This is an optimization exercise on Yosys and OpenROAD, whose aim is small area, a short achievable clock period and few clock cycles per item, not a production implementation.
Only simulation tests tie the RTL to the original design; equivalence was not proved.
Power is estimated from default activity; no workload was simulated.

[flow/flow/run.sh]
#!/bin/bash
# Standard layout, with the smallest buffer on every input and output port,
# and without the slow wide OR/NOR cells (on top of the platform's don't-use
# list) in synthesis and repair.
set -euo pipefail
export BUFFER_PORTS_ARGS="-buffer_cell sky130_fd_sc_hd__buf_1"
PLATFORM_DONT_USE="sky130_fd_sc_hd__probe_p_8 sky130_fd_sc_hd__probec_p_8 sky130_fd_sc_hd__lpflow_bleeder_1 sky130_fd_sc_hd__lpflow_clkbufkapwr_1 sky130_fd_sc_hd__lpflow_clkbufkapwr_16 sky130_fd_sc_hd__lpflow_clkbufkapwr_2 sky130_fd_sc_hd__lpflow_clkbufkapwr_4 sky130_fd_sc_hd__lpflow_clkbufkapwr_8 sky130_fd_sc_hd__lpflow_clkinvkapwr_1 sky130_fd_sc_hd__lpflow_clkinvkapwr_16 sky130_fd_sc_hd__lpflow_clkinvkapwr_2 sky130_fd_sc_hd__lpflow_clkinvkapwr_4 sky130_fd_sc_hd__lpflow_clkinvkapwr_8 sky130_fd_sc_hd__lpflow_decapkapwr_12 sky130_fd_sc_hd__lpflow_decapkapwr_3 sky130_fd_sc_hd__lpflow_decapkapwr_4 sky130_fd_sc_hd__lpflow_decapkapwr_6 sky130_fd_sc_hd__lpflow_decapkapwr_8 sky130_fd_sc_hd__lpflow_inputiso0n_1 sky130_fd_sc_hd__lpflow_inputiso0p_1 sky130_fd_sc_hd__lpflow_inputiso1n_1 sky130_fd_sc_hd__lpflow_inputiso1p_1 sky130_fd_sc_hd__lpflow_inputisolatch_1 sky130_fd_sc_hd__lpflow_isobufsrc_1 sky130_fd_sc_hd__lpflow_isobufsrc_16 sky130_fd_sc_hd__lpflow_isobufsrc_2 sky130_fd_sc_hd__lpflow_isobufsrc_4 sky130_fd_sc_hd__lpflow_isobufsrc_8 sky130_fd_sc_hd__lpflow_isobufsrckapwr_16 sky130_fd_sc_hd__lpflow_lsbuf_lh_hl_isowell_tap_1 sky130_fd_sc_hd__lpflow_lsbuf_lh_hl_isowell_tap_2 sky130_fd_sc_hd__lpflow_lsbuf_lh_hl_isowell_tap_4 sky130_fd_sc_hd__lpflow_lsbuf_lh_isowell_4 sky130_fd_sc_hd__lpflow_lsbuf_lh_isowell_tap_1 sky130_fd_sc_hd__lpflow_lsbuf_lh_isowell_tap_2 sky130_fd_sc_hd__lpflow_lsbuf_lh_isowell_tap_4 sky130_fd_sc_hd__fill_1 sky130_fd_sc_hd__fill_2 sky130_fd_sc_hd__fill_4 sky130_fd_sc_hd__fill_8 "
SLOW="sky130_fd_sc_hd__or3_1 sky130_fd_sc_hd__or3_2 sky130_fd_sc_hd__or3_4 sky130_fd_sc_hd__or3b_1 sky130_fd_sc_hd__or3b_2 sky130_fd_sc_hd__or3b_4 sky130_fd_sc_hd__or4_1 sky130_fd_sc_hd__or4_2 sky130_fd_sc_hd__or4_4 sky130_fd_sc_hd__or4b_1 sky130_fd_sc_hd__or4b_2 sky130_fd_sc_hd__or4b_4 sky130_fd_sc_hd__or4bb_1 sky130_fd_sc_hd__or4bb_2 sky130_fd_sc_hd__or4bb_4 sky130_fd_sc_hd__nor4_1 sky130_fd_sc_hd__nor4_2 sky130_fd_sc_hd__nor4_4 sky130_fd_sc_hd__nor4b_1 sky130_fd_sc_hd__nor4b_2 sky130_fd_sc_hd__nor4b_4 sky130_fd_sc_hd__nor4bb_1 sky130_fd_sc_hd__nor4bb_2 sky130_fd_sc_hd__nor4bb_4"
bash standard.sh "DONT_USE_CELLS=$PLATFORM_DONT_USE $SLOW" finish > standard_flow.log 2>&1
[flow/standard.sh]
#!/bin/bash
# synth_recipe.tcl (not shown) runs the flow's synth.tcl, then flattens the netlist and writes it again
# the make line also repeats each setting of config.mk as NAME=value (left out here)
make -C /OpenROAD-flow-scripts/flow DESIGN_CONFIG=/design/flow/config.mk WORK_HOME=/design/flow/orfs CLKGATE_MAP_FILE= SYNTH_SCRIPT=/design/flow/synth_recipe.tcl "${@:-finish}"
[flow/config.mk]
export PLATFORM = sky130hd
export DESIGN_NAME = bmem_bridge
export DESIGN_NICKNAME = bmem_bridge
export VERILOG_FILES = /design/flow/design.v
export SDC_FILE = /design/flow/constraint.sdc
export NUM_CORES = 4
export LEC_CHECK = 0
export CAP_MARGIN = 20
export CORE_AREA = 5 5 225 225
export DIE_AREA = 0 0 230 230
export SETUP_SLACK_MARGIN = 1.0
export SLEW_MARGIN = 20
[flow/constraint.sdc]
create_clock -name core_clock -period 5.0 [get_ports {clk}]
set_input_delay 1.0000 -clock core_clock [delete_from_list [all_inputs] [get_ports {clk}]]
set_output_delay 1.0000 -clock core_clock [all_outputs]
set_load 0.01 [all_outputs]
[flow/design.v]
`default_nettype none
package bmem_pkg;
    localparam int WORD_BITS = 32;
    localparam int BEAT_BITS = 64;
    localparam int LINE_BITS = 256;
    localparam int BEATS_PER_LINE = LINE_BITS / BEAT_BITS;
    localparam int WORDS_PER_LINE = LINE_BITS / WORD_BITS;
    localparam int OFFSET_BITS = $clog2(LINE_BITS / 8);
    typedef union packed {
        logic [BEATS_PER_LINE-1:0][BEAT_BITS-1:0] beats;
        logic [WORDS_PER_LINE-1:0][WORD_BITS-1:0] words;
    } line_t;
endpackage
`default_nettype wire
`default_nettype none
module bmem_bridge
#(
    parameter int ADDR_W = 32
) (
    input  wire logic                 clk,
    input  wire logic                 rst,
    input  wire logic                 fetch_req_i,
    input  wire logic [ADDR_W-1:0]    fetch_addr_i,
    output logic                      fetch_resp_o,
    output logic      [bmem_pkg::WORD_BITS-1:0] fetch_word_o,
    input  wire logic                 dline_read_i,
    input  wire logic                 dline_write_i,
    input  wire logic [ADDR_W-1:0]    dline_addr_i,
    input  wire logic [bmem_pkg::LINE_BITS-1:0] dline_wdata_i,
    output logic                      dline_resp_o,
    output logic      [bmem_pkg::LINE_BITS-1:0] dline_rdata_o,
    output logic      [ADDR_W-1:0]    bmem_addr_o,
    output logic                      bmem_read_o,
    output logic                      bmem_write_o,
    output logic      [bmem_pkg::BEAT_BITS-1:0] bmem_wdata_o,
    input  wire logic                 bmem_ready_i,
    input  wire logic [bmem_pkg::BEAT_BITS-1:0] bmem_rdata_i,
    input  wire logic                 bmem_rvalid_i
);
    localparam int OFF   = bmem_pkg::OFFSET_BITS;
    localparam int TAG_W = ADDR_W - OFF;
    logic [3:0][63:0]   buf_q;
    logic [TAG_W-1:0]   tag_q;
    logic               iv_q;        
    logic               rd_busy;
    logic               rd_data_q;   
    logic [3:0]         st_q;        
    logic [3:0]         arr_q;
    logic               wr_act_q;
    logic [3:0]         wsel_q;
    logic               rlock_q;
    logic               rlock_data_q;
    logic               f_match;
    logic [3:0]         f_ok;
    logic [63:0]        f_beat;
    logic [31:0]        f_buf_word;
    logic [31:0]        f_bus_word;
    assign rd_busy = |arr_q;
    assign f_match = iv_q && (tag_q == fetch_addr_i[ADDR_W-1:OFF]);
    assign f_ok    = st_q | (arr_q & {4{bmem_rvalid_i && !rd_data_q}});
    assign f_beat     = buf_q[fetch_addr_i[4:3]];
    assign f_buf_word = fetch_addr_i[2] ? f_beat[63:32] : f_beat[31:0];
    assign f_bus_word = fetch_addr_i[2] ? bmem_rdata_i[63:32] : bmem_rdata_i[31:0];
    assign fetch_resp_o = fetch_req_i && f_match && f_ok[fetch_addr_i[4:3]];
    assign fetch_word_o = st_q[fetch_addr_i[4:3]] ? f_buf_word : f_bus_word;
    logic               f_miss;
    logic               d_pend;
    logic               g_fetch;
    logic               g_dread;
    logic               g_write;
    logic               a_data;
    logic               fmiss_q;
    logic [5:0]         dwait_q;
    logic               d_rd_ok;
    assign f_miss  = fetch_req_i && !(f_match && st_q[fetch_addr_i[4:3]]);
    assign d_rd_ok = !fetch_req_i || f_miss || (fetch_addr_i[4:3] == 2'd3) || (dwait_q == 6'h3f);
    assign d_pend  = dline_read_i || dline_write_i;
    assign g_fetch = !rd_busy && !wr_act_q && (rlock_q ? !rlock_data_q : (f_miss && (fmiss_q || !d_pend)));
    assign g_write = !rd_busy && (wr_act_q || (!rlock_q && dline_write_i && !fmiss_q));
    assign g_dread = !rd_busy && !wr_act_q && (rlock_q ? rlock_data_q : (dline_read_i && !fmiss_q && d_rd_ok));
    assign a_data  = (d_pend && !fmiss_q && !rlock_q) || wr_act_q || (rlock_q && rlock_data_q);
    assign bmem_read_o  = g_fetch || g_dread;
    assign bmem_write_o = g_write;
    assign bmem_addr_o  = {(a_data ? dline_addr_i[ADDR_W-1:OFF] : fetch_addr_i[ADDR_W-1:OFF]), {OFF{1'b0}}};
    always_comb begin
        bmem_wdata_o = '0;
        for (int k = 0; k < 4; k++) begin
            bmem_wdata_o = bmem_wdata_o | (dline_wdata_i[64*k +: 64] & {64{wsel_q[k]}});
        end
    end
    logic               last_rbeat;
    logic               last_wbeat;
    assign last_rbeat = arr_q[3] && bmem_rvalid_i;
    assign last_wbeat = wsel_q[3] && bmem_ready_i;
    assign dline_resp_o  = (last_rbeat && rd_data_q) || last_wbeat;
    assign dline_rdata_o = {bmem_rdata_i, buf_q[2], buf_q[1], buf_q[0]};
    always_ff @(posedge clk) begin
        if (rst) begin
            iv_q      <= 1'b0;
            rd_data_q <= 1'b0;
            wr_act_q  <= 1'b0;
            wsel_q    <= 4'd1;
            rlock_q   <= 1'b0;
            rlock_data_q <= 1'b0;
            st_q      <= 4'd0;
            arr_q     <= 4'd0;
            fmiss_q   <= 1'b0;
            dwait_q   <= 6'd0;
        end else begin
            fmiss_q   <= (f_miss && !fetch_resp_o && !(g_fetch && bmem_ready_i)) ||
                         (fetch_resp_o && fetch_addr_i[4:3] == 2'd3);
            if (!dline_read_i || g_dread) begin
                dwait_q <= 6'd0;
            end else if (dwait_q != 6'h3f) begin
                dwait_q <= dwait_q + 6'd1;
            end
            if (bmem_read_o) begin
                rlock_q      <= !bmem_ready_i;
                rlock_data_q <= g_dread;
                if (bmem_ready_i) begin
                    rd_data_q <= g_dread;
                    iv_q      <= g_dread ? iv_q : 1'b1;
                    st_q      <= g_dread ? (st_q & 4'b1000) : 4'd0;
                    arr_q     <= 4'd1;
                end
            end
            if (bmem_rvalid_i) begin
                st_q   <= rd_data_q ? st_q : (st_q | arr_q);
                arr_q  <= {arr_q[2:0], 1'b0};
            end
            if (g_write) begin
                wr_act_q <= !last_wbeat;
                if (bmem_ready_i) begin
                    wsel_q <= {wsel_q[2:0], wsel_q[3]};
                end
                if (tag_q == dline_addr_i[ADDR_W-1:OFF]) begin
                    iv_q <= 1'b0;
                end
            end
        end
    end
    always_ff @(posedge clk) begin
        if (g_fetch && bmem_ready_i) begin
            tag_q <= bmem_addr_o[ADDR_W-1:OFF];
        end
        for (int k = 0; k < 4; k++) begin
            if (bmem_rvalid_i && arr_q[k] && !(rd_data_q && k == 3)) begin
                buf_q[k] <= bmem_rdata_i;
            end
        end
    end
endmodule
`default_nettype wire
==> out/qor.yml, run 1 <==
status: "no timing/DRC/antenna violations"
die_x_um: 230
insertion_delay_ps: 530
grt.total_usage_pct: 24.19
drv_cap: 0
path_clk_slew_ps: 60
synth_cell_types: 48
layout-drive-gt1-share_pct: 12.89
timing.final.crit_share_pct: 76.36
synth_top_cell_by_area: "edfxtp_1"
mostFrequentLayoutCells: "buf_1, edfxtp_1, a22oi_1"
fin_setup_tns_ps: 0
synth_ff_type: "edfxtp_1"
syn2layout_area_growth_pct: 17.56
path_class: "in -> out"
ys_async_sr_fraction_pct: 0
crit_path_max_fanout: 25
rows: 80
synth_top_area_share_pct: 52.70
ant_nets: 0
worstPathRequired_ps: 4000
slew_viol_final: 0
nets: 2027
period_minus_slack_ps: 3818
p_sw_w: 0.001740
ios: 779
start_util_pct: 33.71
maxSlewHeadroom_pct: 40.24
pwr-share-comb_pct: 16.6
peakVddDrop_uv: 226.0
avgSynthCellArea_um2: 14.33
avgRoutedWirePerCell_um: 29.53
grt_pass1_vias: 11957
nFillCells: 4691
setup_violations: 0
mostFrequentLayoutCell: "buf_1"
syn-cell-area_um2: 16130
p_int_w: 0.004589
fp.dieArea_um2: 52900
fin_skew_ps: 17.99
critPathLaunchType: "input port"
final_cells: 2297
dr_total_vias: 12086
hold_buffers: 0
tightest_slew_ps: 896.3
max_clock_freq_mhz: 261.9
cts.htree.levels: 2
synth_area_leaders: "edfxtp_1, mux4_2, buf_4, a22oi_1, dfxtp_1"
endpoint_kind: "primary output"
hpwl_um: 54140
place_inst: 2213
ys_ff_latch: 307
cts_sinks: 307
drt-initial-drc-count: 1141
cts_buffer_depth: 3
finalHoldViolations: 0
swShare_pct: 27.49
vias_per_cell: 5.262
drc: 0
cts_buffers: 34
seq_area_frac_synth_pct: 55.68
synth_edf_count: 283
holdCritPathClass: "reg -> reg"
arrival_ps: 2820
grt_max_degree: 69
grt_pass1_wl_um: 91830
cts-root-buf: "clkbuf_16"
die_h_um: 230
routed_wl_um: 67820
rsz0062_at_grt: "false"
firstDrtPassIters: 5
finish.utilization_pct: 39.62
cts_tree: "yes"
gp_congestion: 1.034
synthCells: 1125
numPortBuffers: 766
seqPwrFrac_pct: 46.2
antenna_found_initial: 33
fp.coreArea_um2: 47850
power.leakage_nw: 5.860
p_per_area_nw_per_um2: 333.8
yosysWarnings: 1
clockPowerShare_pct: 37.2
overflow: 0
layer usage:
layer  part of all wire, %  vias to the layer above  global-route usage [%]  wire [µm]
li1                      -                     5142                       -          -
met1                    39                     6141                   30.82      26450
met2                    48                      704                   38.29      32430
met3                   9.6                       87                   8.179       6526
met4                   3.4                       12                   9.509       2333
met5                  0.12                        -                       0         81
power groups by stage:
stage          logic (W)  clock network (W)  registers (W)
6_report         0.00105            0.00236        0.00292
3_3_place_gp     0.00104                  0        0.00297
5_1_grt          0.00112            0.00252        0.00293
4_1_cts          0.00106            0.00240        0.00292
3_5_place_dp     0.00104                  0        0.00298
2_1_floorplan   0.000611                  0        0.00295
flip-flops by register name, indices dropped and copies added (netlist names), 4 cells and up:
name,flops
buf_q,256
tag_q,27
dwait_q,6
arr_q,4
st_q,4
wsel_q,4
cell usage after synthesis (7+ instances only):
cell type / number
buf_4: 262
and4_1: 7
clkbuf_1: 35
buf_1: 11
nand2_1: 79
nor2_1: 19
xnor2_1: 54
buf_2: 8
dfxtp_1: 24
edfxtp_1: 283
mux2_2: 27
a21oi_1: 19
a22oi_1: 128
mux4_2: 98
nand3_1: 10
nand4_1: 12
worst paths after layout:
check	slack [ps]	cells past startpoint	start	to
hold / removal	490	2	rlock_data_q	rlock_data_q
hold reg to reg	490	2	rlock_data_q	rlock_data_q
setup reg to reg	2570	6	st_q[3]	tag_q[16]
setup / recovery	1180	5	fetch_addr_i[3]	fetch_word_o[27]
what timing repair did:
action                                  4_1_cts  5_1_grt
gates resized for setup                       2        2
buffers inserted                              0        0
gates cloned                                  1        0
endpoints found under the setup margin       13       17
per-stage QoR:
stage	setup WS [ps]	power (W)	hold slack, ps	instance area (µm²)
global route	1066	0.006566	536.0	18940
floorplan	1324	0.003559	450.0	16140
CTS	990.4	0.006380	482.9	18900
detailed placement	926.5	0.004020	474.8	17830
global placement	947.3	0.004011	474.1	17830
finish	1182	0.006329	492.6	18960
logic make-up after synthesis:
| family | Yosys count | share of synthesized area, % |
|---|---|---|
| AO/OA/AOI/OAI | 170 | 7.774 |
| XOR/XNOR | 56 | 3.041 |
| adder cells (fa/ha/maj) | 1 | 0.07757 |
| buffers and inverters | 321 | 13.63 |
| flip-flops | 307 | 55.68 |
| multiplexers | 126 | 15.63 |
| other | 1 | 0.02325 |
| AND/OR/NAND/NOR | 143 | 4.143 |
final cells by class:
cell class / count / area [µm²] / share of cell area (%)
antenna: 22 / 55.05 / 0.2904
multi-input combinational: 501 / 4980 / 26.27
tap: 615 / 769.5 / 4.059
inverter: 5 / 18.77 / 0.09900
timing repair buffer: 786 / 3124 / 16.48
sequential: 307 / 8984 / 47.39
clock inverter: 19 / 146.4 / 0.7722
clock buffer: 42 / 880.8 / 4.646
critical path, stage by stage:
cell and delay, ps:
buf_6 200, bufbuf_16 420, mux4_2 530, mux4_2 500, buf_1 150
Testbench counts, summed over its fixed seeds: cycles 5,809, items 2,640.
==> run 2: changes to the inputs <==
--- a/flow/design.v
+++ b/flow/design.v
@@ -72,13 +72,17 @@
     logic               fmiss_q;
     logic [5:0]         dwait_q;
     logic               d_rd_ok;
+    logic               d_late;
+    logic               f_first;
     assign f_miss  = fetch_req_i && !(f_match && st_q[fetch_addr_i[4:3]]);
-    assign d_rd_ok = !fetch_req_i || f_miss || (fetch_addr_i[4:3] == 2'd3) || (dwait_q == 6'h3f);
+    assign d_late  = (dwait_q == 6'h3f);
+    assign f_first = fmiss_q && !d_late;
+    assign d_rd_ok = !fetch_req_i || f_miss || (fetch_addr_i[4:3] == 2'd3) || d_late;
     assign d_pend  = dline_read_i || dline_write_i;
-    assign g_fetch = !rd_busy && !wr_act_q && (rlock_q ? !rlock_data_q : (f_miss && (fmiss_q || !d_pend)));
-    assign g_write = !rd_busy && (wr_act_q || (!rlock_q && dline_write_i && !fmiss_q));
-    assign g_dread = !rd_busy && !wr_act_q && (rlock_q ? rlock_data_q : (dline_read_i && !fmiss_q && d_rd_ok));
-    assign a_data  = (d_pend && !fmiss_q && !rlock_q) || wr_act_q || (rlock_q && rlock_data_q);
+    assign g_fetch = !rd_busy && !wr_act_q && (rlock_q ? !rlock_data_q : (f_miss && (f_first || !d_pend)));
+    assign g_write = !rd_busy && (wr_act_q || (!rlock_q && dline_write_i && !f_first));
+    assign g_dread = !rd_busy && !wr_act_q && (rlock_q ? rlock_data_q : (dline_read_i && !f_first && d_rd_ok));
+    assign a_data  = (d_pend && !f_first && !rlock_q) || wr_act_q || (rlock_q && rlock_data_q);
     assign bmem_read_o  = g_fetch || g_dread;
     assign bmem_write_o = g_write;
     assign bmem_addr_o  = {(a_data ? dline_addr_i[ADDR_W-1:OFF] : fetch_addr_i[ADDR_W-1:OFF]), {OFF{1'b0}}};
@@ -109,7 +113,7 @@
         end else begin
             fmiss_q   <= (f_miss && !fetch_resp_o && !(g_fetch && bmem_ready_i)) ||
                          (fetch_resp_o && fetch_addr_i[4:3] == 2'd3);
-            if (!dline_read_i || g_dread) begin
+            if (!d_pend || g_dread || g_write) begin
                 dwait_q <= 6'd0;
             end else if (dwait_q != 6'h3f) begin
                 dwait_q <= dwait_q + 6'd1;
--- a/flow/config.mk
+++ b/flow/config.mk
@@ -8,5 +8,5 @@
 export CAP_MARGIN = 20
 export CORE_AREA = 5 5 225 225
 export DIE_AREA = 0 0 230 230
-export SETUP_SLACK_MARGIN = 1.0
+export SETUP_SLACK_MARGIN = 3.0
 export SLEW_MARGIN = 20
==> run 2 against run 1 <==
  * Register-to-register slack hardly changed
  * Clock power grew 15%
  * Final cell count is 4.8% higher
  * Still clean on timing, DRC and antenna
==> out/qor.yml, run 2 <==
status: "no timing/DRC/antenna violations"
holdCritPathClass: "reg -> reg"
synth_top_cell_by_area: "edfxtp_1"
arrival_ps: 2620  # -200 ps
maxSlewHeadroom_pct: 33.71  # -6.5 points
max_clock_freq_mhz: 276.1  # +5.4%
timing.final.crit_share_pct: 72.43  # -3.9 points
dr_total_vias: 13345  # +10%
ant_nets: 0  # unchanged
avgRoutedWirePerCell_um: 36.18  # +23%
synth_edf_count: 283  # unchanged
fp.dieArea_um2: 52900  # unchanged
reg2reg_from: "dwait_q[1]"
ys_ff_latch: 307  # unchanged
grt_pass1_vias: 13272  # +11%
path_class: "in -> out"
vias_per_cell: 5.544  # +5.4%
regMostFlops: "buf_q"
drt-initial-drc-count: 1273  # +12%
cts_tree: "yes"
synth_cell_types: 49  # +2.1%
ios: 779  # unchanged
mostFrequentLayoutCells: "buf_1, edfxtp_1, buf_6"
numPortBuffers: 766  # unchanged
synth_common_cells: "edfxtp_1, buf_4, a22oi_1"
endpoint_kind: "primary output"
ys_async_sr_fraction_pct: 0  # unchanged
finalHoldViolations: 0  # unchanged
layout-drive-gt1-share_pct: 50.14  # +37 points
p_total_w: 0.007686  # +21%
synth_area_leaders: "edfxtp_1, mux4_2, buf_4, a22oi_1, xnor2_1"
hold_buffers: 0  # unchanged
peakVddDrop_uv: 279.0  # +23%
fin_setup_tns_ps: 0  # unchanged
grt_max_degree: 42  # -39%
gp_congestion: 1.135  # +9.8%
min-delay-start: "iv_q"
power.leakage_nw: 8.766  # +50%
avgSynthCellArea_um2: 14.38  # +0.30%
final_cells: 2407  # +4.8%
die_h_um: 230  # unchanged
period_minus_slack_ps: 3621  # -196.4 ps
synthCells: 1121  # -0.36%
tightest_slew_ps: 994.4  # +98.09 ps
start_util_pct: 33.69  # about the same
firstDrtPassIters: 5  # unchanged
cts-root-buf: "clkbuf_16"
setup_violations: 0  # unchanged
fin_skew_ps: 17.12  # -0.8702 ps
reg_top3: "buf_q (256), tag_q (27), dwait_q (6)"
place_inst: 2203  # -0.45%
routed_wl_um: 87090  # +28%
largest_reg_flops: 256  # unchanged
grt_pass1_wl_um: 113400  # +23%
slew_viol_final: 0  # unchanged
finish.utilization_pct: 50.54  # +11 points
drv_cap: 0  # unchanged
grt.total_usage_pct: 31.18  # +7.0 points
slowest_stage: "mux4_2"
crit_family: "multiplexers"
critPathLaunchType: "input port"
cts.htree.levels: 2  # unchanged
insertion_delay_ps: 540  # about the same
overflow: 0  # unchanged
synth_top_area_share_pct: 52.72  # about the same
syn2layout_area_growth_pct: 50.02
crit_path_start: "fetch_addr_i[3]"
cts_sinks: 307  # unchanged
yosysWarnings: 1  # unchanged
die_x_um: 230  # unchanged
crit_top_cell: "mux4_2"
worstPathRequired_ps: 4000  # about the same
antenna_found_initial: 78  # +140%
seq_area_frac_synth_pct: 55.71  # about the same
synth_ff_type: "edfxtp_1"
fp.coreArea_um2: 47850  # unchanged
path_buf_inv: 4  # +1
nets: 2121  # +4.6%
cp_cell_sequence: "clkbuf_16 > buf_12 > buf_16 > mux4_2 > mux4_2 > clkbuf_2"
cpPeakStageDelay_ps: 510  # -20 ps
synth.most_common_cell: "edfxtp_1"
syn-cell-area_um2: 16120  # about the same
mostFrequentLayoutCell: "buf_1"
p_per_area_nw_per_um2: 317.9  # -4.8%
drc: 0  # unchanged
cts_buffers: 36  # +5.9%
crit_path_max_fanout: 7  # -72%
hpwl_um: 63180  # +17%
rsz0062_at_grt: "true"
path_clk_slew_ps: 60  # about the same
rows: 80  # unchanged
cts_buffer_depth: 3  # unchanged
-- run 2: cell types whose count changed after synthesis, moves of 2 or more --
cell      before  now
buf_2          8   11
a21oi_1       19   11
clkbuf_1      35   33
inv_1          5    2
nand2_1       79   75
nand2b_1       0    2
and3_1         2    0
nand3_1       10    6
o21a_1         0    3
nor3_1         2    8
a211oi_1       1    3
mux2i_1        1    4
buf_1         11   13
-- run 2: cell type report --
cell class,instances,area (µm²)
Antenna cell,37,92.59
Clock buffer,47,1049
Clock inverter,17,168.9
Fill cell,4076,23670
Inverter,2,7.507
Multi-Input combinational cell,502,6152
Sequential cell,307,9005
Tap cell,615,769.5
Timing Repair Buffer,880,6935
-- run 2: kinds of logic (layout without fill, tap and decap cells) --
logic type               Yosys count  in the layout  share of synthesized area [%]
adder cells (fa/ha/maj)            1              1                        0.07762
AND/OR/NAND/NOR                  145            149                          4.262
AO/OA/AOI/OAI                    161            161                          7.375
other                              1             42                        0.02327
XOR/XNOR                          56             56                          3.043
multiplexers                     130            130                          15.90
buffers and inverters            320            946                          13.62
flip-flops                       307            307                          55.71
-- run 2: routing by layer --
layer,vias to the layer above,part of all wire [%],GRT usage (%)
li1,5375,-,-
met1,6775,36,37.02
met2,949,47,49.32
met3,226,10,10.45
met4,20,6.8,18.74
met5,-,0.15,0
-- run 2: path summary, 6_finish.rpt --
check,to,slack [ps],depth (start not counted)
max,fetch_word_o[15],1380,6
min,iv_q,480,1
max reg2reg,tag_q[6],2580,11
min reg2reg,iv_q,480,1
-- run 2: repair_timing --
item | CTS | global route
pin swaps | 130 | 33
buffers inserted | 58 | 18
gates cloned | 26 | 1
resized for setup | 801 | 157
setup endpoints to repair | 564 | 482
endpoints found under the hold margin | 0 | 0
-- run 2: report_power, final --
group	total [W]	switching [W]	internal, W
clock network	0.00271	0.00107	0.00164
logic	0.00203	0.000964	0.00106
registers	0.00295	0.0000626	0.00289
total	0.00769	0.00210	0.00559
-- run 2: per-stage QoR --
step	setup slack (ps)	hold WS [ps]	instance area, µm²
2_1_floorplan	1415	433.7	17480
3_3_place_gp	859.3	445.7	18720
3_5_place_dp	857.2	455.1	18720
4_1_cts	1362	469.2	23540
5_1_grt	1341	517.6	24140
6_report	1379	476.2	24180
Testbench counts of run 2, summed over its fixed seeds: cycles 5,809, items 2,640.
==> run 3: changes to the inputs <==
--- a/flow/config.mk
+++ b/flow/config.mk
@@ -7,6 +7,8 @@
 export LEC_CHECK = 0
 export CAP_MARGIN = 20
 export CORE_AREA = 5 5 225 225
+export CTS_CLUSTER_DIAMETER = 60
+export CTS_CLUSTER_SIZE = 20
 export DIE_AREA = 0 0 230 230
-export SETUP_SLACK_MARGIN = 3.0
+export SETUP_SLACK_MARGIN = 2.0
 export SLEW_MARGIN = 20
==> run 3 against run 2 <==
  * First-iteration DRC count fell by 22%
  * Still clean on timing, DRC and antenna
  * Critical path depth did not move
  * Clock power fell by 33%
  * Flip-flop and latch count did not move
  * Final cell count fell by 3.6%
  * Setup slack improved by 32 ps
  * Clock-buffer cell count fell by 25
  * Worst hold slack improved by 4.5 ps
  * Highest routed layer unchanged
  * Clock skew rose by 35 ps
  * Sequential power barely moved
==> out/qor.yml, run 3 <==
status: "no timing/DRC/antenna violations"
synth_ff_type: "edfxtp_1"
path_clk_slew_ps: 80  # +20 ps
ant_nets: 0  # unchanged
largest_reg_flops: 256  # unchanged
nFillCells: 4590  # +13%
overflow: 0  # unchanged
synth_top_cell_by_area: "edfxtp_1"
ios: 779  # unchanged
gp_congestion: 1.023  # -9.9%
syn-cell-area_um2: 16120  # unchanged
fp.coreArea_um2: 47850  # unchanged
synth_top_area_share_pct: 52.72  # unchanged
yosysWarnings: 1  # unchanged
fin_setup_tns_ps: 0  # unchanged
cp_cell_sequence: "clkbuf_16 > mux4_2 > buf_12 > clkbuf_16 > mux4_2 > buf_6"
max_clock_freq_mhz: 278.6  # +0.90%
seq_area_frac_synth_pct: 55.71  # unchanged
path_buf_inv: 4  # unchanged
antenna_found_initial: 61  # -22%
synthCells: 1121  # unchanged
fp.dieArea_um2: 52900  # unchanged
cts_buffers: 22  # -39%
synth_area_leaders: "edfxtp_1, mux4_2, buf_4, a22oi_1, xnor2_1"
slowest_stage: "mux4_2"
ys_ff_latch: 307  # unchanged
cts_tree: "yes"
nets: 2056  # -3.1%
avgRoutedWirePerCell_um: 33.07  # -8.6%
crit_family: "multiplexers"
drv_cap: 0  # unchanged
layout-drive-gt1-share_pct: 19.82  # -30 points
slew_viol_final: 0  # unchanged
cts.htree.levels: 1  # -1
mostFrequentLayoutCells: "buf_1, edfxtp_1, a22oi_1"
cpPeakStageDelay_ps: 610  # +100 ps
dr_total_vias: 12622  # -5.4%
mostFrequentLayoutCell: "buf_1"
grt_max_degree: 66  # +57%
grt_pass1_vias: 12456  # -6.1%
avgSynthCellArea_um2: 14.38  # unchanged
ys_async_sr_fraction_pct: 0  # unchanged
crit_path_max_fanout: 7  # unchanged
holdCritPathClass: "reg -> reg"
grt.total_usage_pct: 26.90  # -4.3 points
critPathLaunchType: "input port"
period_minus_slack_ps: 3589  # -32.34 ps
endpoint_kind: "primary output"
finalHoldViolations: 0  # unchanged
start_util_pct: 33.69  # unchanged
regMostFlops: "buf_q"
drt-initial-drc-count: 993  # -22%
rows: 80  # unchanged
setup_violations: 0  # unchanged
p_total_w: 0.006296  # -18%
vias_per_cell: 5.438  # -1.9%
die_h_um: 230  # unchanged
cts_sinks: 307  # unchanged
multi_input_area_um2: 5239  # -15%
tightest_slew_ps: 1133  # +138.5 ps
synth_edf_count: 283  # unchanged
reg_top3: "buf_q (256), tag_q (27), dwait_q (6)"
insertion_delay_ps: 560  # +20 ps
seq_area_um2: 8997  # about the same
cts-root-buf: "clkbuf_16"
routed_wl_um: 76750  # -12%
hpwl_um: 59200  # -6.3%
fin_skew_ps: 52.16  # +35.04 ps
syn2layout_area_growth_pct: 24.27
synth.most_common_cell: "edfxtp_1"
path_class: "in -> out"
numPortBuffers: 766  # unchanged
power.leakage_nw: 6.510  # -26%
firstDrtPassIters: 6  # +1
grt_pass1_wl_um: 101400  # -11%
synth_cell_types: 49  # unchanged
peakVddDrop_uv: 170.5  # -39%
cts_buffer_depth: 3  # unchanged
synth_common_cells: "edfxtp_1, buf_4, a22oi_1"
rsz0062_at_grt: "true"
arrival_ps: 2590  # -30 ps
die_x_um: 230  # unchanged
hold_buffers: 0  # unchanged
worstPathRequired_ps: 4000  # about the same
maxSlewHeadroom_pct: 24.47  # -9.2 points
p_per_area_nw_per_um2: 314.4  # -1.1%
drc: 0  # unchanged
timing.final.crit_share_pct: 71.78  # -0.65 points
run 3: final timing paths:
path	endpoint	cells past startpoint	slack (ps)	startpoint
worst min register to register	iv_q	1	480	iv_q
worst max-delay path	fetch_word_o[11]	6	1410	fetch_addr_i[3]
worst max register to register	tag_q[6]	8	2110	arr_q[1]
worst min-delay path	iv_q	1	480	iv_q
run 3: cells by family after synthesis:
logic type | count (synthesis) | share of synthesized area [%]
AOI/OAI and AO/OA | 161 | 7.375
other | 1 | 0.02327
DFF | 307 | 55.71
and+or+nand+nor | 145 | 4.262
adders and majority gates | 1 | 0.07762
muxes | 130 | 15.90
xor gates and xnor gates | 56 | 3.043
buffers and inverters | 320 | 13.62
run 3: metrics by stage:
stage	setup slack, ps	hold WS, ps	utilization, %	cell area [µm²]	std cells
after floorplan	1414	433.0	-	16290	1125
after global placement	889.1	450.2	37.11	17760	2200
after detailed placement	888.8	465.1	37.11	17760	2200
after CTS	1404	484.0	40.52	19390	2270
after global routing	1361	504.8	41.83	20010	2314
final	1411	480.8	41.86	20030	2321
run 3: layout make-up:
cell class | count | area share [%]
Sequential cell | 307 | 44.92
Inverter | 2 | 0.03748
Clock inverter | 13 | 0.7121
Timing Repair Buffer | 833 | 21.20
Tap cell | 615 | 3.842
Clock buffer | 22 | 2.749
Multi-Input combinational cell | 498 | 26.16
Antenna cell | 31 | 0.3873
run 3: timing repair:
action,in CTS,in global routing
buffers inserted,27,13
pin swaps,5,12
gates cloned,8,5
setup endpoints to repair,155,63
resized for setup,141,103
run 3: power breakdown:
part           switching (W)  total [W]  internal [W]
Combinational       0.000831    0.00153      0.000697
Clock               0.000936    0.00182      0.000881
Sequential         0.0000660    0.00295       0.00289
Total                0.00183    0.00630       0.00446
run 3: metal layers:
metal  part of all wire, %  vias up  wire length, µm  GRT usage (%)
li1                      -     5203                -              -
met1                    35     6371            27140          31.68
met2                    49      862            37930          44.72
met3                   9.9      164             7629          7.760
met4                   5.1       22             3895          14.35
met5                  0.19        -              149              0
run 3: worst reg2reg max path, stage by stage (launching register included):
cell and delay, ps:
dfxtp_1 360, nor2_1 120, nand2_1 190, a2111oi_0 470, o211ai_1 230, o41a_4 180, buf_4 150, buf_4 130
nor2_4 670
==> run 4: changes to the inputs <==
--- a/flow/config.mk
+++ b/flow/config.mk
@@ -7,6 +7,7 @@
 export LEC_CHECK = 0
 export CAP_MARGIN = 20
 export CORE_AREA = 5 5 225 225
+export CTS_BUF_LIST = sky130_fd_sc_hd__clkbuf_4 sky130_fd_sc_hd__clkbuf_8
 export CTS_CLUSTER_DIAMETER = 60
 export CTS_CLUSTER_SIZE = 20
 export DIE_AREA = 0 0 230 230
==> run 4 against run 3 <==
  * Still clean on timing, DRC and antenna
  * Non-clock buffer count rose by 17
  * Maximum frequency down 0.32%
  * Clock skew fell by 16 ps
  * Area after synthesis unchanged
  * Clock power decreased by 25%
  * Sequential power about the same
  * Routed wire length up 0.62%
  * Cell area shrank 0.19%
  * Register-to-register slack improved by 70 ps
  * First-iteration DRC count rose by 10%
  * Critical endpoint is now fetch_word_o[17]
  * Largest power group unchanged
==> out/qor.yml, run 4 <==
reg_top3: "buf_q (256), tag_q (27), dwait_q (6)"
pre_cts_slack_ps: 888.8  # unchanged
dr_total_vias: 12621  # -0.0079%
overflow: 0  # unchanged
mostFrequentLayoutCell: "buf_1"
holdCritPathClass: "reg -> reg"
final_cells: 2334  # +0.56%
peakVddDrop_uv: 117.8  # -31%
cts.htree.levels: 1  # unchanged
cts_tree: "yes"
endpoint_kind: "primary output"
tightest_slew_ps: 1150  # +16.70 ps
grt_max_degree: 66  # unchanged
numPortBuffers: 766  # unchanged
path_class: "in -> out"
avgSynthCellArea_um2: 14.38  # unchanged
arrival_ps: 2600  # about the same
power.leakage_nw: 6.501  # -0.14%
regMostFlops: "buf_q"
ant_nets: 0  # unchanged
avgRoutedWirePerCell_um: 33.09  # about the same
grt_pass1_wl_um: 102700  # +1.2%
ys_ff_latch: 307  # unchanged
die_x_um: 230  # unchanged
rows: 80  # unchanged
start_util_pct: 33.69  # unchanged
synth.most_common_cell: "edfxtp_1"
seq_area_frac_synth_pct: 55.71  # unchanged
fin_setup_tns_ps: 0  # unchanged
cts-root-buf: "clkbuf_8"
die_h_um: 230  # unchanged
yosysWarnings: 1  # unchanged
drt-initial-drc-count: 1093  # +10%
syn-cell-area_um2: 16120  # unchanged
rsz0062_at_grt: "true"
timing.final.crit_share_pct: 72.01  # +0.23 points
largest_reg_flops: 256  # unchanged
max_clock_freq_mhz: 277.7  # -0.32%
path_clk_slew_ps: 120  # +40 ps
worstPathRequired_ps: 4000  # about the same
synth_ff_type: "edfxtp_1"
fin_ws_ps: 1400  # -11.35 ps
synth_area_leaders: "edfxtp_1, mux4_2, buf_4, a22oi_1, xnor2_1"
ios: 779  # unchanged
setup_violations: 0  # unchanged
syn2layout_area_growth_pct: 24.03
place_inst: 2200  # unchanged
fp.dieArea_um2: 52900  # unchanged
drv_cap: 0  # unchanged
slew_viol_final: 0  # unchanged
ys_async_sr_fraction_pct: 0  # unchanged
crit_path_max_fanout: 7  # unchanged
synth_common_cells: "edfxtp_1, buf_4, a22oi_1"
synth_top_area_share_pct: 52.72  # unchanged
grt_pass1_vias: 12487  # +0.25%
cts_sinks: 307  # unchanged
mostFrequentLayoutCells: "buf_1, edfxtp_1, a22oi_1"
status: "no timing/DRC/antenna violations"
drc: 0  # unchanged
nets: 2073  # +0.83%
synthCells: 1121  # unchanged
maxSlewHeadroom_pct: 23.36  # -1.1 points
gp_congestion: 1.023  # unchanged
vias_per_cell: 5.407  # -0.56%
antenna_found_initial: 62  # +1.6%
fin_skew_ps: 36.58  # -15.59 ps
firstDrtPassIters: 5  # -1
fp.coreArea_um2: 47850  # unchanged
synth_edf_count: 283  # unchanged
cts_buffers: 22  # unchanged
hold_slack_ps: 487.0  # +6.216 ps
grt.total_usage_pct: 27.30  # +0.39 points
finalHoldViolations: 0  # unchanged
layout-drive-gt1-share_pct: 20.51  # +0.69 points
p_per_area_nw_per_um2: 294.0  # -6.5%
synth_cell_types: 49  # unchanged
period_minus_slack_ps: 3600  # +11.35 ps
finish.utilization_pct: 41.78  # -0.078 points
cts_buffer_depth: 3  # unchanged
hpwl_um: 59200  # unchanged
synth_top_cell_by_area: "edfxtp_1"
routed_wl_um: 77230  # +0.62%
hold_buffers: 0  # unchanged
critPathLaunchType: "input port"
insertion_delay_ps: 590  # +30 ps
-- run 4: cell counts after synthesis --
No cell type changed its count.
-- run 4: stage by stage --
| stage | total power (W) | cell area [µm²] |
|---|---|---|
| after global routing | 0.006095 | 19980 |
| final | 0.005878 | 19990 |
| after detailed placement | 0.004164 | 17760 |
| after floorplan | 0.003692 | 16290 |
| after CTS | 0.005784 | 19480 |
| after global placement | 0.004153 | 17760 |
-- run 4: cell type report --
| type | count | area [µm²] |
|---|---|---|
| flip-flops and latches | 307 | 8999 |
| multi-input cells | 498 | 5236 |
| clock buffers | 22 | 302.8 |
| fillers | 4601 | 27850 |
| diodes | 27 | 67.56 |
| clock inverters | 13 | 135.1 |
| repair buffers | 850 | 4474 |
| inverters | 2 | 7.507 |
| well taps | 615 | 769.5 |
-- run 4: kinds of logic after synthesis --
group | share of synthesized area, %
buf+inv | 13.62
flops | 55.71
compound gates | 7.375
simple gates | 4.262
mux | 15.90
xor+xnor | 3.043
fa+ha+maj | 0.07762
other cells | 0.02327
-- run 4: critical path, cell delays in order --
cell       delay, ps
clkbuf_16        150
buf_12           150
clkbuf_16        170
mux4_2           500
mux4_2           480
clkbuf_2         140
-- run 4: worst paths after layout --
| check | start | end | slack, ps | cells past startpoint |
|---|---|---|---|---|
| worst min-delay path | iv_q | iv_q | 490 | 1 |
| worst max-delay path | fetch_addr_i[3] | fetch_word_o[17] | 1400 | 6 |
| worst max register to register | dwait_q[1] | tag_q[3] | 2180 | 9 |
| worst min register to register | iv_q | iv_q | 490 | 1 |
-- run 4: routing by layer --
layer / up-vias / part of all wire (%) / global-route usage (%) / wire length (µm)
met5: - / 0.19 / 0 / 146
met4: 20 / 5.3 / 13.30 / 4087
met3: 170 / 9.5 / 7.414 / 7318
met2: 861 / 49 / 45.85 / 37960
met1: 6349 / 36 / 32.58 / 27710
li1: 5221 / - / - / -
-- run 4: report_power, final --
group / switching, W / internal [W] / leakage [nW]
Combinational: 0.000848 / 0.000715 / 3.53
Sequential: 0.0000616 / 0.00289 / 2.75
Clock: 0.000872 / 0.000496 / 0.218
-- run 4: timing repair --
action | 4_1_cts | 5_1_grt
cloned | 13 | 1
setup buffers | 31 | 26
pin swaps | 7 | 14
gates resized for setup | 189 | 63
setup endpoints to repair | 156 | 79
==> run 5: changes to the inputs <==
==> flow/config.mk (replaced) <==
export PLATFORM = sky130hd
export DESIGN_NAME = bmem_bridge
export DESIGN_NICKNAME = bmem_bridge
export VERILOG_FILES = /design/flow/design.v
export SDC_FILE = /design/flow/constraint.sdc
export NUM_CORES = 4
export LEC_CHECK = 0
export CAP_MARGIN = 20
export CORE_AREA = 5 5 215 215
export DIE_AREA = 0 0 220 220
export PLACE_DENSITY = 0.8
export SETUP_SLACK_MARGIN = 2.0
export SLEW_MARGIN = 20
==> run 5 against run 4 <==
  * Final cell count down 0.94%
  * Die area decreased by 8.5%
  * Largest cell class unchanged
  * Global-route usage increased by 2.6 points
  * Clock power grew 64%
  * Register-to-register slack worse by 80 ps
  * Setup slack got worse by 74 ps
  * Critical endpoint unchanged
==> out/qor.yml, run 5 <==
path_class: "in -> out"
mostFrequentLayoutCells: "buf_1, edfxtp_1, a22oi_1"
dr_total_vias: 13191  # +4.5%
rows: 77  # -3.8%
pre_cts_slack_ps: 498.6  # -390.2 ps
p_per_area_nw_per_um2: 333.9  # +14%
multi_input_area_um2: 5230  # -0.12%
maxSlewHeadroom_pct: 23.47  # +0.11 points
seq_area_frac_synth_pct: 55.71  # unchanged
synth_ff_type: "edfxtp_1"
nets: 2064  # -0.43%
endpoint_kind: "primary output"
slew_viol_final: 0  # unchanged
cts.htree.levels: 1  # unchanged
arrival_ps: 2670  # +70 ps
reg_top3: "buf_q (256), tag_q (27), dwait_q (6)"
synth_area_leaders: "edfxtp_1, mux4_2, buf_4, a22oi_1, xnor2_1"
drt-initial-drc-count: 1772  # +62%
synth_edf_count: 283  # unchanged
avgSynthCellArea_um2: 14.38  # unchanged
grt_pass1_vias: 12713  # +1.8%
fp.dieArea_um2: 48400  # -8.5%
path_buf_inv: 4  # unchanged
p_total_w: 0.006752  # +15%
synth_top_family_by_area: "multiplexers"
cts_buffers: 31  # +41%
cp_cell_sequence: "clkbuf_16 > buf_16 > buf_12 > mux4_2 > mux4_2 > buf_6"
fin_skew_ps: 37.07  # +0.4996 ps
firstDrtPassIters: 5  # unchanged
fin_ws_ps: 1326  # -73.77 ps
cts-root-buf: "clkbuf_16"
holdCritPathClass: "reg -> reg"
min-delay-start: "rlock_data_q"
cts_buffer_depth: 3  # unchanged
use_met1_pct: 35.82  # +3.2 points
synth_top_area_share_pct: 52.72  # unchanged
synth_compound_area_share_pct: 7.375  # unchanged
vias_per_cell: 5.705  # +5.5%
use_met3_pct: 7.748  # +0.33 points
reg2reg_from: "dwait_q[0]"
syn-cell-area_um2: 16120  # unchanged
largest_reg_flops: 256  # unchanged
synth_cell_types: 49  # unchanged
use_met2_pct: 49.08  # +3.2 points
status: "no timing/DRC/antenna violations"
ys_async_sr_fraction_pct: 0  # unchanged
crit_path_start: "fetch_addr_i[3]"
synthSimpleGateAreaFrac_pct: 4.262  # unchanged
grt_pass1_wl_um: 100800  # -1.8%
antenna_found_initial: 46  # -26%
ios: 779  # unchanged
mostFrequentLayoutCell: "buf_1"
yosysWarnings: 1  # unchanged
finalHoldViolations: 0  # unchanged
drv_cap: 0  # unchanged
timing.final.crit_share_pct: 73.48  # +1.5 points
grt.total_usage_pct: 29.90  # +2.6 points
synthCells: 1121  # unchanged
postPlaceCellArea_um2: 17750  # about the same
nFillCells: 3988  # -13%
critPathLaunchType: "input port"
synth_top_cell_by_area: "edfxtp_1"
grt.busiest_layer: "met2"
drc: 0  # unchanged
seq_area_um2: 9002  # about the same
fin_setup_tns_ps: 0  # unchanged
ant_nets: 0  # unchanged
grt_max_degree: 66  # unchanged
cts_tree: "yes"
die_h_um: 220  # -4.3%
fp.coreArea_um2: 43930  # -8.2%
gp_congestion: 1.009  # -1.3%
hpwl_um: 58720  # -0.80%
numPortBuffers: 766  # unchanged
path_clk_slew_ps: 60  # -60 ps
worstPathRequired_ps: 4000  # about the same
cts_sinks: 307  # unchanged
cpPeakStageDelay_ps: 530  # +30 ps
die_x_um: 220  # -4.3%
rsz0062_at_grt: "true"
peakVddDrop_uv: 228.9  # +94%
final_cell_area_um2: 20220  # +1.2%
period_minus_slack_ps: 3674  # +73.77 ps
routed_wl_um: 78010  # +1.0%
crit_top_cell: "mux4_2"
synth_common_cells: "edfxtp_1, buf_4, a22oi_1"
setup_violations: 0  # unchanged
syn2layout_area_growth_pct: 25.47
crit_family: "multiplexers"
synth.most_common_cell: "edfxtp_1"
regMostFlops: "buf_q"
power.leakage_nw: 6.560  # +0.91%
layout-drive-gt1-share_pct: 20.29  # -0.21 points
max_clock_freq_mhz: 272.2  # -2.0%
muxShareOfSynthArea_pct: 15.90  # unchanged
overflow: 0  # unchanged
ys_ff_latch: 307  # unchanged
hold_buffers: 0  # unchanged
slowest_stage: "mux4_2"
crit_path_max_fanout: 8  # +1
insertion_delay_ps: 580  # about the same
synth_adder_area_share_pct: 0.07763  # unchanged
tightest_slew_ps: 1148  # -1.610 ps
start_util_pct: 36.69  # +3.0 points
synthXorXnorAreaFrac_pct: 3.043  # unchanged
avgRoutedWirePerCell_um: 33.74  # +2.0%
run 5: cell counts after synthesis:
No cell type changed its count.
run 5: repair_timing:
action | CTS | global route
endpoints found under the setup margin | 153 | 79
gates resized for setup | 206 | 47
pin swaps | 10 | 8
gates cloned | 9 | 0
buffers inserted | 27 | 14
run 5: path summary, 6_finish.rpt:
path / to / slack, ps / cells past startpoint
worst min-delay path: rlock_data_q / 490 / 2
worst max-delay path: fetch_word_o[17] / 1330 / 6
worst min register to register: rlock_data_q / 490 / 2
worst max register to register: tag_q[8] / 2100 / 8
run 5: power by group:
part	internal, W	switching, W
Sequential	0.00289	0.0000567
Combinational	0.000681	0.000879
Clock	0.00124	0.00101
run 5: cell type report:
type,count,area share (%)
Tap cell,592,3.663
Inverter,2,0.03712
Clock inverter,23,0.9157
Antenna cell,25,0.3093
Timing Repair Buffer,831,20.83
Sequential cell,307,44.52
Multi-Input combinational cell,499,25.86
Clock buffer,33,3.873
run 5: metrics by stage:
step	util, %	std cells	hold WS, ps
CTS	45.22	2271	479.0
finish	46.03	2312	489.8
floorplan	-	1125	433.0
global placement	40.41	2179	466.0
global route	46.00	2307	520.8
detailed placement	40.41	2179	468.1
run 5: cell families after synthesis:
family,after synthesis
compound gates,161
xor+xnor,56
fa+ha+maj,1
buf+inv,320
flops,307
mux,130
other cells,1
simple gates,145
run 5: layer usage:
layer  vias to the layer above  share of wire [%]
met4                         8                6.7
met3                       218                 11
li1                       5212                  -
met1                      6608                 34
met2                      1145                 48
met5                         -              0.059
run 5: worst min-delay path: cells and delay by family (launching register included):
family | cells | cell delay [ps]
compound gates | 1 | 60
flops | 1 | 320
simple gates | 1 | 60
==> run 6: changes to the inputs <==
==> flow/config.mk (replaced) <==
export PLATFORM = sky130hd
export DESIGN_NAME = bmem_bridge
export DESIGN_NICKNAME = bmem_bridge
export VERILOG_FILES = /design/flow/design.v
export SDC_FILE = /design/flow/constraint.sdc
export NUM_CORES = 4
export LEC_CHECK = 0
export CAP_MARGIN = 20
export CORE_AREA = 5 5 225 225
export DIE_AREA = 0 0 230 230
export SETUP_SLACK_MARGIN = 2.4
export SLEW_MARGIN = 20
==> run 6 against run 5 <==
  * Still clean on timing, DRC and antenna
  * Synthesized cell count did not move
  * Via count fell by 1.4%
  * Worst hold slack got worse by 16 ps
  * Clock power rose by 15%
  * Register-to-register slack improved by 490 ps
  * Clock skew fell by 12 ps
  * Sequential power barely moved
  * Sequential share of layout area fell by 3.2 points
  * Critical path type unchanged
  * Largest cell class unchanged
  * Largest power group unchanged
  * Highest routed layer unchanged
==> out/qor.yml, run 6 <==
holdCritPathClass: "reg -> reg"
maxSlewHeadroom_pct: 23.98  # +0.51 points
muxShareOfSynthArea_pct: 15.90  # unchanged
endpoint_kind: "primary output"
drv_cap: 0  # unchanged
fin_setup_tns_ps: 0  # unchanged
fp.coreArea_um2: 47850  # +8.9%
status: "no timing/DRC/antenna violations"
reg_top3: "buf_q (256), tag_q (27), dwait_q (6)"
drc: 0  # unchanged
place_inst: 2201  # +1.0%
synth_top_family_by_area: "multiplexers"
power.leakage_nw: 7.341  # +12%
synth.most_common_cell: "edfxtp_1"
rows: 80  # +3.9%
synthSimpleGateAreaFrac_pct: 4.262  # unchanged
hpwl_um: 57740  # -1.7%
synth_adder_area_share_pct: 0.07763  # unchanged
final_cells: 2392  # +3.5%
tightest_slew_ps: 1140  # -7.636 ps
firstDrtPassIters: 5  # unchanged
gp_congestion: 1.005  # -0.34%
crit_path_max_fanout: 5  # -3
peakVddDrop_uv: 256.9  # +12%
avgRoutedWirePerCell_um: 33.35  # -1.2%
yosysWarnings: 1  # unchanged
insertion_delay_ps: 530  # -50 ps
cpPeakStageDelay_ps: 570  # +40 ps
grt.total_usage_pct: 27.83  # -2.1 points
path_buf_inv: 3  # -1
critPathLaunchType: "input port"
worstPathRequired_ps: 4000  # about the same
fp.dieArea_um2: 52900  # +9.3%
layout-drive-gt1-share_pct: 29.54  # +9.2 points
cts_sinks: 307  # unchanged
cts_buffer_depth: 3  # unchanged
synth_cell_types: 49  # unchanged
setup_violations: 0  # unchanged
ys_ff_latch: 307  # unchanged
dr_total_vias: 13006  # -1.4%
synth_area_leaders: "edfxtp_1, mux4_2, buf_4, a22oi_1, xnor2_1"
ys_async_sr_fraction_pct: 0  # unchanged
synthXorXnorAreaFrac_pct: 3.043  # unchanged
synth_top_area_share_pct: 52.72  # unchanged
numPortBuffers: 766  # unchanged
crit_cells: 5  # -1
synth_ff_type: "edfxtp_1"
cts_tree: "yes"
nets: 2118  # +2.6%
regMostFlops: "buf_q"
synthCells: 1121  # unchanged
slew_viol_final: 0  # unchanged
max_clock_freq_mhz: 285.9  # +5.1%
cts_buffers: 35  # +13%
grt_pass1_wl_um: 103700  # +2.9%
routed_wl_um: 79760  # +2.2%
mostFrequentLayoutCell: "buf_1"
path_clk_slew_ps: 60  # about the same
slowest_stage: "mux4_2"
syn2layout_area_growth_pct: 35.31
die_x_um: 230  # +4.5%
syn-cell-area_um2: 16120  # unchanged
nFillCells: 4356  # +9.2%
mostFrequentLayoutCells: "buf_1, edfxtp_1, mux4_2"
period_minus_slack_ps: 3497  # -176.9 ps
path_class: "in -> out"
cts.htree.levels: 2  # +1
grt_max_degree: 66  # unchanged
antenna_found_initial: 49  # +6.5%
crit_family: "multiplexers"
p_per_area_nw_per_um2: 340.7  # +2.0%
fin_skew_ps: 25.48  # -11.60 ps
avgSynthCellArea_um2: 14.38  # unchanged
die_h_um: 230  # +4.5%
largest_reg_flops: 256  # unchanged
rsz0062_at_grt: "true"
overflow: 0  # unchanged
reg2regPathDepth: 10  # +2
seq_area_frac_synth_pct: 55.71  # unchanged
finalHoldViolations: 0  # unchanged
start_util_pct: 33.69  # -3.0 points
ant_nets: 0  # unchanged
vias_per_cell: 5.437  # -4.7%
hold_path_depth: 1  # -1
synth_compound_area_share_pct: 7.375  # unchanged
synth_top_cell_by_area: "edfxtp_1"
cp_cell_sequence: "clkbuf_16 > buf_16 > mux4_2 > mux4_2 > buf_1"
grt_pass1_vias: 12749  # +0.28%
synth_common_cells: "edfxtp_1, buf_4, a22oi_1"
crit_top_cell: "mux4_2"
drt-initial-drc-count: 1239  # -30%
cts-root-buf: "clkbuf_16"
timing.final.crit_share_pct: 69.95  # -3.5 points
arrival_ps: 2500  # -170 ps
ios: 779  # unchanged
hold_slack_ps: 473.4  # -16.41 ps
synth_edf_count: 283  # unchanged
[run 6: cell counts after synthesis]
Identical to the previous run, type by type.
[run 6: layout make-up]
| class | instances | area (µm²) | share of cell area, % |
|---|---|---|---|
| antenna | 27 | 67.56 | 0.3098 |
| clock buffer | 43 | 948.4 | 4.349 |
| clock inverter | 18 | 195.2 | 0.8950 |
| inverter | 2 | 7.507 | 0.03442 |
| multi-input combinational | 499 | 5555 | 25.47 |
| sequential | 307 | 9000 | 41.27 |
| tap | 615 | 769.5 | 3.528 |
| timing repair buffer | 881 | 5266 | 24.15 |
[run 6: worst reg2reg max path, delay by kind of cell (launching register included)]
kind,cells,cell delay [ps]
buf+inv,3,490
compound gates,4,900
flops,1,350
simple gates,2,210
fa+ha+maj,1,170
[run 6: repair_timing]
action                                  in CTS  in global routing
buffers inserted                            48                 27
cloned                                      19                  8
hold buffers                                 0                  0
hold endpoints to repair                     0                  0
resized for setup                          318                123
pin swaps                                   38                 43
endpoints found under the setup margin     159                156
[run 6: final timing paths]
path	start	to	slack, ps
worst min-delay path	iv_q	iv_q	470
worst min register to register	iv_q	iv_q	470
worst max register to register	dwait_q[0]	tag_q[6]	2590
worst max-delay path	fetch_addr_i[3]	fetch_word_o[19]	1500
[run 6: power by group]
part | internal (W) | switching [W]
registers | 0.00289 | 0.0000492
clock network | 0.00156 | 0.00103
logic | 0.000922 | 0.000981
[run 6: cells by family after synthesis]
group           count (synthesis)
flops                         307
other cells                     1
buf+inv                       320
compound gates                161
xor+xnor                       56
fa+ha+maj                       1
mux                           130
simple gates                  145
[run 6: layer usage]
metal | wire length, µm | GRT usage (%) | part of all wire [%]
met2 | 38890 | 45.73 | 49
met1 | 27940 | 33.70 | 35
met4 | 4930 | 14.57 | 6.2
met3 | 7929 | 7.488 | 9.9
met5 | 73 | 0 | 0.092
[run 6: metrics by stage]
step	worst slack, ps	utilization (%)	cell area (µm²)	total power (W)
2_1_floorplan	1414	-	16300	0.003692
3_3_place_gp	1063	37.23	17810	0.004193
3_5_place_dp	1065	37.23	17810	0.004196
4_1_cts	1421	43.78	20950	0.007255
5_1_grt	1450	45.56	21800	0.007660
6_report	1503	45.58	21810	0.007431
==> run 7: changes to the inputs <==
--- a/flow/config.mk
+++ b/flow/config.mk
@@ -8,5 +8,5 @@
 export CAP_MARGIN = 20
 export CORE_AREA = 5 5 225 225
 export DIE_AREA = 0 0 230 230
-export SETUP_SLACK_MARGIN = 2.4
+export SETUP_SLACK_MARGIN = 2.0
 export SLEW_MARGIN = 20
==> run 7 against run 6 <==
  * Still clean on timing, DRC and antenna
  * Critical endpoint is now fetch_word_o[4]
  * Largest power group unchanged
  * Power shrank 7.9%
  * Clock-buffer cell count decreased by 9
  * Flip-flop and latch count stayed put
  * Maximum frequency fell by 2.6%
  * First-iteration DRC count fell by 16%
==> out/qor.yml, run 7 <==
finish.utilization_pct: 42.41  # -3.2 points
holdCritPathClass: "reg -> reg"
fin_skew_ps: 23.98  # -1.495 ps
vias_per_cell: 5.406  # -0.58%
path_buf_inv: 4  # +1
synth_cell_types: 49  # unchanged
cts_tree: "yes"
synth_top_area_share_pct: 52.72  # unchanged
power.leakage_nw: 6.644  # -9.5%
min-delay-start: "iv_q"
max_clock_freq_mhz: 278.5  # -2.6%
drc: 0  # unchanged
gp_congestion: 1.023  # +1.7%
routed_wl_um: 76400  # -4.2%
reg_top3: "buf_q (256), tag_q (27), dwait_q (6)"
synth_ff_type: "edfxtp_1"
cts-root-buf: "clkbuf_16"
drt-initial-drc-count: 1045  # -16%
mostFrequentLayoutCells: "buf_1, edfxtp_1, a22oi_1"
hpwl_um: 59200  # +2.5%
overflow: 0  # unchanged
hold_slack_ps: 477.1  # +3.712 ps
die_h_um: 230  # unchanged
ys_async_sr_fraction_pct: 0  # unchanged
fp.dieArea_um2: 52900  # unchanged
synthCells: 1121  # unchanged
ios: 779  # unchanged
synth_top_cell_by_area: "edfxtp_1"
grt.total_usage_pct: 26.98  # -0.85 points
nets: 2062  # -2.6%
grt_pass1_vias: 12522  # -1.8%
crit_top_cell: "mux4_2"
antenna_found_initial: 64  # +31%
finalHoldViolations: 0  # unchanged
p_total_w: 0.006841  # -7.9%
tightest_slew_ps: 1112  # -28.61 ps
cts_buffer_depth: 3  # unchanged
ys_ff_latch: 307  # unchanged
dr_total_vias: 12671  # -2.6%
reg2regPathDepth: 8  # -2
status: "no timing/DRC/antenna violations"
period_minus_slack_ps: 3591  # +93.77 ps
rsz0062_at_grt: "true"
ant_nets: 0  # unchanged
synth_common_cells: "edfxtp_1, buf_4, a22oi_1"
grt_max_degree: 66  # unchanged
timing.final.crit_share_pct: 71.82  # +1.9 points
regMostFlops: "buf_q"
syn-cell-area_um2: 16120  # unchanged
min_to: "iv_q"
fin_setup_tns_ps: 0  # unchanged
slew_viol_final: 0  # unchanged
drv_cap: 0  # unchanged
insertion_delay_ps: 570  # +40 ps
largest_reg_flops: 256  # unchanged
layout-drive-gt1-share_pct: 20.25  # -9.3 points
hold_path_depth: 1  # unchanged
cpPeakStageDelay_ps: 610  # +40 ps
p_per_area_nw_per_um2: 337.1  # -1.1%
arrival_ps: 2590  # +90 ps
worstPathRequired_ps: 4000  # about the same
setup_violations: 0  # unchanged
reg2reg_slack_ps: 2260  # -330 ps
cts_sinks: 307  # unchanged
peakVddDrop_uv: 198.9  # -23%
endpoint_kind: "primary output"
avgSynthCellArea_um2: 14.38  # unchanged
cts_buffers: 30  # -14%
start_util_pct: 33.69  # unchanged
cts.htree.levels: 1  # -1
numPortBuffers: 766  # unchanged
maxSlewHeadroom_pct: 25.88  # +1.9 points
die_x_um: 230  # unchanged
reg2reg_from: "dwait_q[1]"
regToRegEndpoint: "tag_q[3]"
seq_area_frac_synth_pct: 55.71  # unchanged
mostFrequentLayoutCell: "buf_1"
cp_cell_sequence: "clkbuf_16 > mux4_2 > buf_12 > buf_16 > mux4_2 > clkbuf_2"
firstDrtPassIters: 5  # unchanged
synth_edf_count: 283  # unchanged
syn2layout_area_growth_pct: 25.90
synth.most_common_cell: "edfxtp_1"
fp.coreArea_um2: 47850  # unchanged
slowest_stage: "mux4_2"
path_clk_slew_ps: 70  # about the same
critPathLaunchType: "input port"
rows: 80  # unchanged
crit_path_max_fanout: 6  # +1
grt_pass1_wl_um: 101800  # -1.9%
crit_family: "multiplexers"
nFillCells: 4576  # +5.1%
path_class: "in -> out"
avgRoutedWirePerCell_um: 32.59  # -2.3%
synth_area_leaders: "edfxtp_1, mux4_2, buf_4, a22oi_1, xnor2_1"
yosysWarnings: 1  # unchanged
-- run 7: worst max-delay path by stage --
stage / start / slack (ps) / cells past startpoint / end
4_1_cts: fetch_addr_i[3] / 1400 / 7 / bmem_read_o
6_report: fetch_addr_i[3] / 1410 / 6 / fetch_word_o[4]
3_3_place_gp: fetch_addr_i[3] / 890 / 7 / bmem_read_o
3_5_place_dp: fetch_addr_i[3] / 890 / 7 / bmem_read_o
5_1_grt: fetch_addr_i[11] / 1350 / 8 / bmem_read_o
2_1_floorplan: bmem_rvalid_i / 1410 / 5 / fetch_resp_o
-- run 7: repair_timing --
item                                    CTS  global route
hold endpoints to repair                  0             0
cloned                                    8             3
gates resized for setup                 171            61
endpoints found under the setup margin  155            68
hold buffers                              0             0
pin swaps                                 6            10
setup buffers                            29            11
-- run 7: layer usage --
layer / track usage [%] / vias up / wire (µm)
met5: 0 / - / 128
met4: 14.16 / 18 / 3870
met3: 7.155 / 186 / 7181
met2: 45.00 / 857 / 37620
met1: 32.14 / 6387 / 27600
li1: - / 5223 / -
-- run 7: cells by family after synthesis --
family          share of synthesized area (%)
compound gates                          7.375
buf+inv                                 13.62
xor+xnor                                3.043
other cells                           0.02327
flops                                   55.71
fa+ha+maj                             0.07762
simple gates                            4.262
mux                                     15.90
-- run 7: power by group --
part           switching [W]  leakage (nW)  internal (W)  total, W
combinational       0.000821          3.39      0.000680   0.00150
clock               0.000978         0.501       0.00141   0.00238
sequential         0.0000654          2.75       0.00289   0.00296
total                0.00187          6.64       0.00498   0.00684
-- run 7: cell type report --
class,count,area [µm²],share of cell area [%]
Antenna cell,35,87.58,0.4316
Inverter,2,7.507,0.03700
Timing Repair Buffer,831,4173,20.56
Clock inverter,22,265.3,1.307
Clock buffer,34,765.7,3.774
Multi-Input combinational cell,498,5225,25.75
Tap cell,615,769.5,3.792
Sequential cell,307,8999,44.35
-- run 7: stage by stage --
step	worst slack [ps]	instance area, µm²	std cells
after detailed placement	888.8	17760	2200
after global routing	1349	20270	2334
after global placement	889.1	17760	2200
final	1409	20290	2344
after floorplan	1414	16290	1125
after CTS	1398	19820	2293
==> run 8: changes to the inputs <==
--- a/flow/config.mk
+++ b/flow/config.mk
@@ -8,5 +8,5 @@
 export CAP_MARGIN = 20
 export CORE_AREA = 5 5 225 225
 export DIE_AREA = 0 0 230 230
-export SETUP_SLACK_MARGIN = 2.0
+export SETUP_SLACK_MARGIN = 1.6
 export SLEW_MARGIN = 20
==> run 8 against run 7 <==
  * Die area unchanged
  * Via count down 1.5%
  * Setup slack better by 16 ps
  * Clock power up 5%
  * Synthesized cell count unchanged
  * Final cell count down 0.68%
  * Routed wire length down 2.4%
  * Combinational power down 9%
  * Sequential power about the same
  * Maximum frequency up 0.45%
  * Critical path type unchanged
==> out/qor.yml, run 8 <==
postPlaceCellArea_um2: 17840  # +0.49%
cts_buffer_depth: 3  # unchanged
min-delay-start: "rlock_data_q"
status: "no timing/DRC/antenna violations"
regMostFlops: "buf_q"
synth.most_common_cell: "edfxtp_1"
firstDrtPassIters: 7  # +2
max_clock_freq_mhz: 279.7  # +0.45%
die_x_um: 230  # unchanged
nets: 2056  # -0.29%
timing.final.crit_share_pct: 71.50  # -0.32 points
power.leakage_nw: 6.452  # -2.9%
cts-root-buf: "clkbuf_16"
vias_per_cell: 5.361  # -0.82%
holdCritPathClass: "reg -> reg"
cts_sinks: 307  # unchanged
reg_top3: "buf_q (256), tag_q (27), dwait_q (6)"
drv_cap: 0  # unchanged
muxShareOfSynthArea_pct: 15.90  # unchanged
insertion_delay_ps: 520  # -50 ps
path_clk_slew_ps: 60  # about the same
fin_skew_ps: 19.56  # -4.423 ps
synth_cell_types: 49  # unchanged
avgRoutedWirePerCell_um: 32.02  # -1.8%
routed_wl_um: 74540  # -2.4%
crit_path_start: "fetch_addr_i[3]"
final_cell_area_um2: 19960  # -1.7%
mostFrequentLayoutCell: "buf_1"
ys_async_sr_fraction_pct: 0  # unchanged
grt_pass1_vias: 12419  # -0.82%
setup_violations: 0  # unchanged
synth_common_cells: "edfxtp_1, buf_4, a22oi_1"
p_per_area_nw_per_um2: 342.3  # +1.5%
dr_total_vias: 12481  # -1.5%
layout-drive-gt1-share_pct: 18.40  # -1.8 points
synth_top_cell_by_area: "edfxtp_1"
drt-initial-drc-count: 1098  # +5.1%
mostFrequentLayoutCells: "buf_1, edfxtp_1, a22oi_1"
cts_buffers: 35  # +17%
synth_area_leaders: "edfxtp_1, mux4_2, buf_4, a22oi_1, xnor2_1"
synthXorXnorAreaFrac_pct: 3.043  # unchanged
path_class: "in -> out"
synthSimpleGateAreaFrac_pct: 4.262  # unchanged
maxSlewHeadroom_pct: 23.91  # -2.0 points
syn-cell-area_um2: 16120  # unchanged
start_util_pct: 33.69  # unchanged
synth_top_family_by_area: "multiplexers"
fp.dieArea_um2: 52900  # unchanged
rows: 80  # unchanged
synth_top_area_share_pct: 52.72  # unchanged
hpwl_um: 57830  # -2.3%
endpoint_kind: "primary output"
antenna_found_initial: 49  # -23%
ys_ff_latch: 307  # unchanged
ios: 779  # unchanged
fp.coreArea_um2: 47850  # unchanged
synth_ff_type: "edfxtp_1"
reg2reg_from: "dwait_q[0]"
ant_nets: 0  # unchanged
synthCells: 1121  # unchanged
tightest_slew_ps: 1141  # +29.66 ps
gp_congestion: 1.069  # +4.5%
syn2layout_area_growth_pct: 23.81
cts_tree: "yes"
cts.htree.levels: 2  # +1
synth_compound_area_share_pct: 7.375  # unchanged
yosysWarnings: 1  # unchanged
die_h_um: 230  # unchanged
peakVddDrop_uv: 182.0  # -8.5%
synth_adder_area_share_pct: 0.07763  # unchanged
slew_viol_final: 0  # unchanged
run 8: kinds of logic after synthesis:
| group | after synthesis |
|---|---|
| other | 1 |
| AO/OA/AOI/OAI | 161 |
| adder cells (fa/ha/maj) | 1 |
| multiplexers | 130 |
| buffers and inverters | 320 |
| XOR/XNOR | 56 |
| flip-flops | 307 |
| AND/OR/NAND/NOR | 145 |
run 8: power by group:
group          total (W)  switching, W  internal, W  leakage [nW]
clock            0.00249       0.00103      0.00146         0.544
sequential       0.00297     0.0000805      0.00289          2.75
combinational    0.00137      0.000788     0.000583          3.16
run 8: layer usage:
metal | vias to the layer above | track usage [%] | share of wire [%]
li1 | 5195 | - | -
met4 | 6 | 12.40 | 5.2
met5 | - | 0 | 0.063
met2 | 867 | 45.46 | 50
met3 | 152 | 7.809 | 9.8
met1 | 6261 | 30.85 | 35
run 8: area by class of cell:
type,count,area [µm²]
Antenna cell,23,57.56
Clock buffer,42,902.1
Clock inverter,21,202.7
Fill cell,4589,27890
Inverter,2,7.507
Multi-Input combinational cell,498,5087
Sequential cell,307,8994
Tap cell,615,769.5
Timing Repair Buffer,820,3935
run 8: final timing paths:
kind                endpoint  cells after the start  slack, ps
min             rlock_data_q                      2        480
max          fetch_word_o[3]                      5       1420
min reg2reg     rlock_data_q                      2        480
max reg2reg        tag_q[12]                     10       2430
run 8: through the flow:
stage	utilization, %	std cells	worst slack [ps]	hold slack (ps)	power, W
3_5_place_dp	37.29	2210	1150	470.5	0.004185
2_1_floorplan	-	1125	1365	433.0	0.003675
4_1_cts	41.11	2300	1392	479.9	0.006809
5_1_grt	41.69	2324	1378	510.9	0.007079
6_report	41.71	2328	1425	483.8	0.006830
3_3_place_gp	37.29	2210	1161	461.9	0.004176
run 8: worst max-delay path, stage by stage:
cell and delay (ps):
clkbuf_16 150, buf_16 170, mux4_2 530, mux4_2 540, buf_1 160
run 8: timing repair:
action | CTS | global route
gates resized for setup | 71 | 77
pin swaps | 8 | 5
cloned | 13 | 1
setup buffers | 14 | 4
hold endpoints to repair | 0 | 0
setup endpoints to repair | 65 | 60
